From an optimization exercise on the open Yosys and OpenROAD flow, aimed at small area, a short achievable clock period and few clock cycles; shortcuts taken in it are not production practice.

==> trial 10 <==
Design armCpu, start of the top module:
module armCpu (
	input  logic          clk,
	input  logic          reset,
	input  armPkg::word_t readData,
	output armPkg::word_t memAdr,
	output armPkg::word_t writeData,
	output logic          memWrite
);
	logic [31:0] pcF;         
	logic [31:0] brTarget;    
	logic        phExec;      
	logic        phLoad;      
	logic        phStore;     
	logic        phMul1;      
	logic        phMul2;      
	logic [3:0]  flags;       
	logic [3:0]  cond;
	logic [11:0] imm12;
	logic [3:0]  raIdx, rbIdx, wIdx;
	logic        dIsDp, dIsMul, dIsMem, dIsLoad, dIsBr;
	logic        dUseImm, dIsSub, dSetNZ, dSetCV;
	logic [1:0]  dLogicSel;
	logic [31:0] adrReg;
	logic [31:0] wdReg;
	logic [3:0]  pendIdx;
	logic        pendSetNZ;
	logic [31:0] regFile [0:14];
	logic [1:0] fOp;
	logic       fIsMul;
	assign fOp = readData[27:26];
	assign fIsMul = (fOp == 2'b00) && !readData[25] && (readData[24:21] == 4'b0000)
		&& (readData[7:4] == 4'b1001);
	logic condEx;
	always_comb begin
		case (cond)
			4'b0000: condEx = flags[2];
			4'b0001: condEx = !flags[2];
			4'b0010: condEx = flags[1];
			4'b0011: condEx = !flags[1];
			4'b0100: condEx = flags[3];
			4'b0101: condEx = !flags[3];
			4'b0110: condEx = flags[0];
			4'b0111: condEx = !flags[0];
			4'b1000: condEx = flags[1] && !flags[2];
  ...
Settings: LEC_CHECK=0, CAP_MARGIN=20, CORE_MARGIN=2, CORE_UTILIZATION=40, SLEW_MARGIN=20; clock period 15.0 ns.
standard.sh (not shown) runs the stock make flow with config.mk's settings and CLKGATE_MAP_FILE= SYNTH_SCRIPT=/design/flow/synth_recipe.tcl, a recipe that flattens the netlist after the stock synthesis.
==> flow/flow/run.sh <==
#!/bin/bash
# The standard layout, with timing repair aiming for setup slack well above zero
# at the design's clock period (the constraints themselves are unchanged).
set -euo pipefail
bash standard.sh SETUP_SLACK_MARGIN=8 finish > make_finish.log 2>&1
==> build 96: changes against trial 10 <==
--- a/flow/design.v
+++ b/flow/design.v
@@ -22,21 +22,46 @@
 endpackage
 `default_nettype wire
 `timescale 1ns/100ps
 `default_nettype none
 module alu (
-	input  logic [31:0] a,
-	input  logic [31:0] b,
+	input  logic [14:0][31:0] rf,
+	input  logic [31:0] pc8,        
+	input  logic [15:0] raSel,      
+	input  logic [15:0] rbSel,      
+	input  logic [11:0] imm12,
+	input  logic        useImm,
 	input  logic        isSub,
-	input  logic [1:0]  logicSel,  
+	input  logic [1:0]  logicSel,   
+	input  logic [3:0]  flags,      
+	input  logic        wrNZ,       
+	input  logic        wrCV,       
+	input  logic        mulWr,      
+	input  logic        mulN,
+	input  logic        mulZ,
+	input  logic [3:0]  condNext,   
+	output logic [31:0] ra,
+	output logic [31:0] rb,
 	output logic [31:0] sum,
 	output logic [31:0] result,
-	output logic [3:0]  flags
+	output logic [3:0]  flagsN,
+	output logic        condN       
 );
+	always_comb begin
+		ra = pc8 & {32{raSel[15]}};
+		rb = pc8 & {32{rbSel[15]}};
+		for (int k = 0; k < 15; k++) begin
+			ra = ra | (rf[k] & {32{raSel[k]}});
+			rb = rb | (rf[k] & {32{rbSel[k]}});
+		end
+	end
+	logic [31:0] a, b;
 	logic [32:0] s;
 	logic [31:0] bx;
 	logic        zSum;
+	assign a = ra;
+	assign b = useImm ? {20'b0, imm12} : rb;
 	assign bx = isSub ? ~b : b;
 	assign s = {1'b0, a} + {1'b0, bx} + {32'b0, isSub};
 	assign sum = s[31:0];
 	assign zSum = ((a ^ bx) == {a[30:0] | bx[30:0], isSub});
 	always_comb begin
@@ -45,12 +70,60 @@
 			2'b01: result = a & b;
 			2'b10: result = a | b;
 			default: result = a ^ b;
 		endcase
 	end
-	assign flags = {result[31], (logicSel == 2'b00) ? zSum : (result == 32'b0), s[32],
-		(a[31] ^ bx[31] ^ 1'b1) & (a[31] ^ s[31])};
+	always_comb begin
+		flagsN = flags;
+		if (wrNZ) flagsN[3:2] = {result[31], (logicSel == 2'b00) ? zSum : (result == 32'b0)};
+		if (wrCV) flagsN[1:0] = {s[32], (a[31] ^ bx[31] ^ 1'b1) & (a[31] ^ s[31])};
+		if (mulWr) flagsN[3:2] = {mulN, mulZ};
+	end
+	logic n, z, c, v;
+	assign {n, z, c, v} = flagsN;
+	always_comb begin
+		case (condNext)
+			4'b0000: condN = z;
+			4'b0001: condN = !z;
+			4'b0010: condN = c;
+			4'b0011: condN = !c;
+			4'b0100: condN = n;
+			4'b0101: condN = !n;
+			4'b0110: condN = v;
+			4'b0111: condN = !v;
+			4'b1000: condN = c && !z;
+			4'b1001: condN = !(c && !z);
+			4'b1010: condN = n == v;
+			4'b1011: condN = n != v;
+			4'b1100: condN = !z && (n == v);
+			4'b1101: condN = !(!z && (n == v));
+			4'b1110: condN = 1'b1;
+			default: condN = 1'b0;
+		endcase
+	end
+endmodule
+`default_nettype wire
+`timescale 1ns/100ps
+`default_nettype none
+module add32 (
+	input  logic [31:0] a,
+	input  logic [31:0] b,
+	output logic [31:0] y,
+	output logic        zero
+);
+	assign y = a + b;
+	assign zero = ((a ^ b) == {a[30:0] | b[30:0], 1'b0});
+endmodule
+`default_nettype wire
+`timescale 1ns/100ps
+`default_nettype none
+module brAdd (
+	input  logic [31:0] base,    
+	input  logic [23:0] off,
+	output logic [31:0] target
+);
+	assign target = base + {{6{off[23]}}, off, 2'b00};
 endmodule
 `default_nettype wire
 `timescale 1ns/100ps
 `default_nettype none
 module mulCsa (
@@ -1346,113 +1419,122 @@
 	output armPkg::word_t writeData,
 	output logic          memWrite
 );
 	logic [31:0] pcF;         
 	logic [31:0] brTarget;    
+	logic [31:0] pc8;         
 	logic        phExec;      
 	logic        phLoad;      
 	logic        phStore;     
 	logic        phMul1;      
 	logic        phMul2;      
 	logic [3:0]  flags;       
 	logic [3:0]  cond;
 	logic [11:0] imm12;
-	logic [3:0]  raIdx, rbIdx, wIdx;
+	logic [15:0] raSel, rbSel;    
+	logic [3:0]  wIdx;
 	logic        dIsDp, dIsMul, dIsMem, dIsLoad, dIsBr;
 	logic        dUseImm, dIsSub, dSetNZ, dSetCV;
 	logic [1:0]  dLogicSel;
 	logic [31:0] adrReg;
 	logic [31:0] wdReg;
 	logic [3:0]  pendIdx;
 	logic        pendSetNZ;
-	logic [31:0] regFile [0:14];
+	logic [14:0][31:0] regFile;
 	logic [1:0] fOp;
 	logic       fIsMul;
 	assign fOp = readData[27:26];
 	assign fIsMul = (fOp == 2'b00) && !readData[25] && (readData[24:21] == 4'b0000)
 		&& (readData[7:4] == 4'b1001);
-	logic condEx;
-	always_comb begin
-		case (cond)
-			4'b0000: condEx = flags[2];
-			4'b0001: condEx = !flags[2];
-			4'b0010: condEx = flags[1];
-			4'b0011: condEx = !flags[1];
-			4'b0100: condEx = flags[3];
-			4'b0101: condEx = !flags[3];
-			4'b0110: condEx = flags[0];
-			4'b0111: condEx = !flags[0];
-			4'b1000: condEx = flags[1] && !flags[2];
-			4'b1001: condEx = !(flags[1] && !flags[2]);
-			4'b1010: condEx = flags[3] == flags[0];
-			4'b1011: condEx = flags[3] != flags[0];
-			4'b1100: condEx = !flags[2] && (flags[3] == flags[0]);
-			4'b1101: condEx = !(!flags[2] && (flags[3] == flags[0]));
-			4'b1110: condEx = 1'b1;
-			default: condEx = 1'b0;
-		endcase
-	end
+	logic condEx;       
+	logic takenR;       
+	logic memPh;        
 	logic go, taken, stallStart, fetchEn;
 	assign go = phExec && condEx;
-	assign taken = go && dIsBr;
+	assign taken = takenR;
 	assign stallStart = go && (dIsMem || dIsMul);
 	assign fetchEn = !(phLoad || phStore || phMul1 || phMul2);
-	logic [31:0] pc4, pc8f, bt4, bt8;
-	assign pc4 = pcF + 32'd4;       
-	assign pc8f = pcF + 32'd8;
-	assign bt4 = brTarget + 32'd4;
-	assign bt8 = brTarget + 32'd8;
-	logic [31:0] ra, rb;
-	assign ra = (raIdx == 4'hF) ? pc4 : regFile[raIdx];
-	assign rb = (rbIdx == 4'hF) ? pc4 : regFile[rbIdx];
-	logic [31:0] srcB, sum, aluResult;
-	logic [3:0]  aluFlags;
-	assign srcB = dUseImm ? {20'b0, imm12} : rb;
+	logic [31:0] fetchAdr, fetchAdr4, fetchAdr8;
+	assign fetchAdr = taken ? brTarget : pcF;
+	assign fetchAdr4 = fetchAdr + 32'd4;
+	assign fetchAdr8 = fetchAdr + 32'd8;
+	logic [31:0] ra, rb, sum, aluResult;
+	logic [3:0]  flagsN;
+	logic        condN;
+	logic [31:0] csSum, csCarry, product;
+	logic        productZ;
 	alu alu_inst (
-		.a(ra),
-		.b(srcB),
+		.rf(regFile),
+		.pc8(pc8),
+		.raSel(raSel),
+		.rbSel(rbSel),
+		.imm12(imm12),
+		.useImm(dUseImm),
 		.isSub(dIsSub),
 		.logicSel(dLogicSel),
+		.ra(ra),
+		.rb(rb),
 		.sum(sum),
+		.flags(flags),
+		.wrNZ(go && dIsDp && dSetNZ),
+		.wrCV(go && dIsDp && dSetCV),
+		.mulWr(phMul2 && pendSetNZ),
+		.mulN(product[31]),
+		.mulZ(productZ),
+		.condNext(fetchEn ? readData[31:28] : cond),
 		.result(aluResult),
-		.flags(aluFlags)
+		.flagsN(flagsN),
+		.condN(condN)
 	);
-	logic [31:0] csSum, csCarry, product;
-	logic        productZ;
 	mulCsa mulCsa_inst (
 		.a(adrReg),
 		.b(wdReg),
 		.y0(csSum),
 		.y1(csCarry)
 	);
-	assign product = adrReg + wdReg;
-	assign productZ = ((adrReg ^ wdReg) == {adrReg[30:0] | wdReg[30:0], 1'b0});
-	assign memAdr = taken ? brTarget : ((phLoad || phStore) ? adrReg : pcF);
+	add32 add32_inst (
+		.a(adrReg),
+		.b(wdReg),
+		.y(product),
+		.zero(productZ)
+	);
+	logic [31:0] brNext;
+	brAdd brAdd_inst (
+		.base(fetchAdr8),
+		.off(readData[23:0]),
+		.target(brNext)
+	);
+	assign memAdr = taken ? brTarget : (memPh ? adrReg : pcF);
 	assign writeData = wdReg;
+	logic phExecN, isBrN;
+	assign phExecN = (fetchEn && !stallStart) || phLoad || phStore || phMul2;
+	assign isBrN = fetchEn ? (fOp == 2'b10) : dIsBr;
 	always_ff @(posedge clk or posedge reset) begin
 		if (reset) begin
 			pcF <= '0;
 			phExec <= 1'b0;
 			phLoad <= 1'b0;
 			phStore <= 1'b0;
 			phMul1 <= 1'b0;
 			phMul2 <= 1'b0;
+			memPh <= 1'b0;
+			condEx <= 1'b0;
+			takenR <= 1'b0;
 			flags <= '0;
 			memWrite <= 1'b0;
 		end else begin
-			phExec <= (fetchEn && !stallStart) || phLoad || phStore || phMul2;
+			phExec <= phExecN;
+			condEx <= condN;
+			takenR <= phExecN && isBrN && condN;
+			memPh <= stallStart && dIsMem;
 			phLoad <= stallStart && dIsMem && dIsLoad;
 			phStore <= stallStart && dIsMem && !dIsLoad;
 			memWrite <= stallStart && dIsMem && !dIsLoad;
 			phMul1 <= stallStart && dIsMul;
 			phMul2 <= phMul1;
-			if (fetchEn) pcF <= taken ? bt4 : pc4;
-			if (go && dIsDp) begin
-				if (dSetNZ) flags[3:2] <= aluFlags[3:2];
-				if (dSetCV) flags[1:0] <= aluFlags[1:0];
-			end
-			if (phMul2 && pendSetNZ) flags[3:2] <= {product[31], productZ};
+			if (fetchEn) pcF <= fetchAdr4;
+			flags <= flagsN;
 		end
 	end
 	always_ff @(posedge clk) begin
 		if (fetchEn) begin
 			cond <= readData[31:28];
@@ -1460,12 +1542,12 @@
 			dIsMul <= fIsMul;
 			dIsDp <= (fOp == 2'b00) && !fIsMul;
 			dIsMem <= (fOp == 2'b01);
 			dIsLoad <= readData[20];
 			dIsBr <= (fOp == 2'b10);
-			raIdx <= fIsMul ? readData[11:8] : readData[19:16];
-			rbIdx <= (fOp == 2'b01) ? readData[15:12] : readData[3:0];
+			raSel <= 16'b1 << (fIsMul ? readData[11:8] : readData[19:16]);
+			rbSel <= 16'b1 << ((fOp == 2'b01) ? readData[15:12] : readData[3:0]);
 			wIdx <= fIsMul ? readData[19:16] : readData[15:12];
 			dUseImm <= (fOp == 2'b01) || readData[25];
 			dIsSub <= (fOp == 2'b00) && (readData[24:21] == 4'b0010);
 			dSetNZ <= readData[20];
 			dSetCV <= readData[20] && (readData[24:21] == 4'b0100 || readData[24:21] == 4'b0010);
@@ -1473,11 +1555,12 @@
 				4'b0000: dLogicSel <= (fOp == 2'b00) ? 2'b01 : 2'b00;
 				4'b1100: dLogicSel <= (fOp == 2'b00) ? 2'b10 : 2'b00;
 				4'b0001: dLogicSel <= (fOp == 2'b00) ? 2'b11 : 2'b00;
 				default: dLogicSel <= 2'b00;
 			endcase
-			brTarget <= (taken ? bt8 : pc8f) + {{6{readData[23]}}, readData[23:0], 2'b00};
+			pc8 <= fetchAdr8;
+			brTarget <= brNext;
 		end
 		if (stallStart) begin
 			adrReg <= dIsMul ? ra : sum;
 			wdReg <= rb;
 			pendIdx <= wIdx;
@@ -1504,9 +1587,11 @@
 			rfWa = pendIdx;
 			rfWd = product;
 		end
 	end
 	always_ff @(posedge clk) begin
-		if (rfWe && rfWa != 4'hF) regFile[rfWa] <= rfWd;
+		for (int k = 0; k < 15; k++) begin
+			if (rfWe && rfWa == 4'(k)) regFile[k] <= rfWd;
+		end
 	end
 endmodule
 `default_nettype wire
==> flow/flow/run.sh (replaced) <==
#!/bin/bash
# The standard layout, with timing repair aiming for setup slack well above zero
# at the design's clock period (the constraints themselves are unchanged), and
# plain buffers on the ports.
set -euo pipefail
bash standard.sh SETUP_SLACK_MARGIN=10 "BUFFER_PORTS_ARGS=-buffer_cell sky130_fd_sc_hd__buf_4" finish > make_finish.log 2>&1
--- a/flow/config.mk
+++ b/flow/config.mk
@@ -7,5 +7,7 @@
 export LEC_CHECK = 0
 export CAP_MARGIN = 20
 export CORE_MARGIN = 2
 export CORE_UTILIZATION = 40
 export SLEW_MARGIN = 20
+export SYNTH_HIERARCHICAL = 1
+export TNS_END_PERCENT = 5
==> trial 61: changes against trial 10 <==
==> flow/flow/run.sh (replaced) <==
#!/bin/bash
# The standard layout, with timing repair aiming for setup slack well above zero
# at the design's clock period (the constraints themselves are unchanged).
set -euo pipefail
bash standard.sh SETUP_SLACK_MARGIN=10 finish > make_finish.log 2>&1
==> notes.md <==
Critical path fanouts, max: trial 61 6; build 96 8; trial 10 49
Netlist cell types: trial 61 81; build 96 127; trial 10 81
Status: trial 61 finished clean; build 96 finished clean; trial 10 finished clean
Layout Utilization: trial 61 50.0%; build 96 46.8%; trial 10 44.0%
Terminus of the critical flop-to-flop path: trial 61 regFile[10][28]$_DFFE_PP_; build 96 takenR$_DFF_PP0_; trial 10 wdReg[31]$_DFFE_PP_
Total area of multi-input combinational cells: trial 61 38,600 µm²; build 96 33,700 µm²; trial 10 35,200 µm²
Post-synthesis cell count: trial 61 6,257; build 96 6,048; trial 10 6,257
Cell Count, Final, Fillers Out: trial 61 8,405; build 96 8,029; trial 10 8,006
Slew @ Worst Pin: trial 61 1.12 ns; build 96 1.17 ns; trial 10 1.19 ns
HPWL after detailed placement: trial 61 162 mm; build 96 162 mm; trial 10 163 mm
Metal2 WL: trial 61 111 mm; build 96 106 mm; trial 10 102 mm
Multi-input combinational area share: trial 61 53.2%; build 96 50.3%; trial 10 55.1%
Critical path launch point: trial 61 cond[3]$_DFFE_PN_; build 96 rbSel[11]$_SDFFCE_PN0P_; trial 10 flags[0]$_DFFE_PP0P_
DR WL/cell: trial 61 31.5 µm; build 96 31.9 µm; trial 10 29.4 µm
Diodes inserted: trial 61 5; build 96 6; trial 10 4
R2R cell count: trial 61 24; build 96 23; trial 10 21
NonClk Buf Share: trial 61 10.8%; build 96 8.17%; trial 10 4.08%
Most used standard cell by instance count after synthesis: trial 61 sky130_fd_sc_hd__nand2_1; build 96 sky130_fd_sc_hd__edfxtp_1; trial 10 sky130_fd_sc_hd__nand2_1
Compound-gate portion of the synthesized area: trial 61 18.0%; build 96 22.0%; trial 10 18.0%
No run of this note included a check of the RTL's function; only the layout flow was run.

[static timing again, ports no longer ideal]
The results above use ideal ports. As a check the final layouts listed here were re-extracted and re-timed, cells and wires unchanged. Step 1 (the two cells are an assumption about what drives the block):
set clk [get_ports {clk}]
set_driving_cell -lib_cell sky130_fd_sc_hd__clkbuf_16 $clk
set_driving_cell -lib_cell sky130_fd_sc_hd__buf_2 [delete_from_list [all_inputs] $clk]
Step 2 times the ports against the registers' clock, not the clock port: input delays grow and output delays shrink by t, the midpoint of the rising clock arrivals with the driver on. a / b / c = ideal ports / drivers / drivers and shift; a / b = the first two.
run | t, ns | slack for setup (ns) | worst setup path after step 2 | latest minus earliest clock arrival (ns) | worst data-port slew with drivers (ns)
trial 10 | 0.702 | 8.218 / 8.154 / 7.594 | input to register | 0.036 / 0.035 | 0.12
build 96 | 0.758 | 8.924 / 8.924 / 8.924 | register to register | 0.035 / 0.035 | 0.04
trial 61 | 0.718 | 9.046 / 8.976 / 8.651 | input to register | 0.051 / 0.051 | 0.10
After both steps every run listed still meets setup and hold. For trial 10, which loses most, drivers alone change the setup slack by -0.064 ns; drivers and shift together by -0.624 ns.
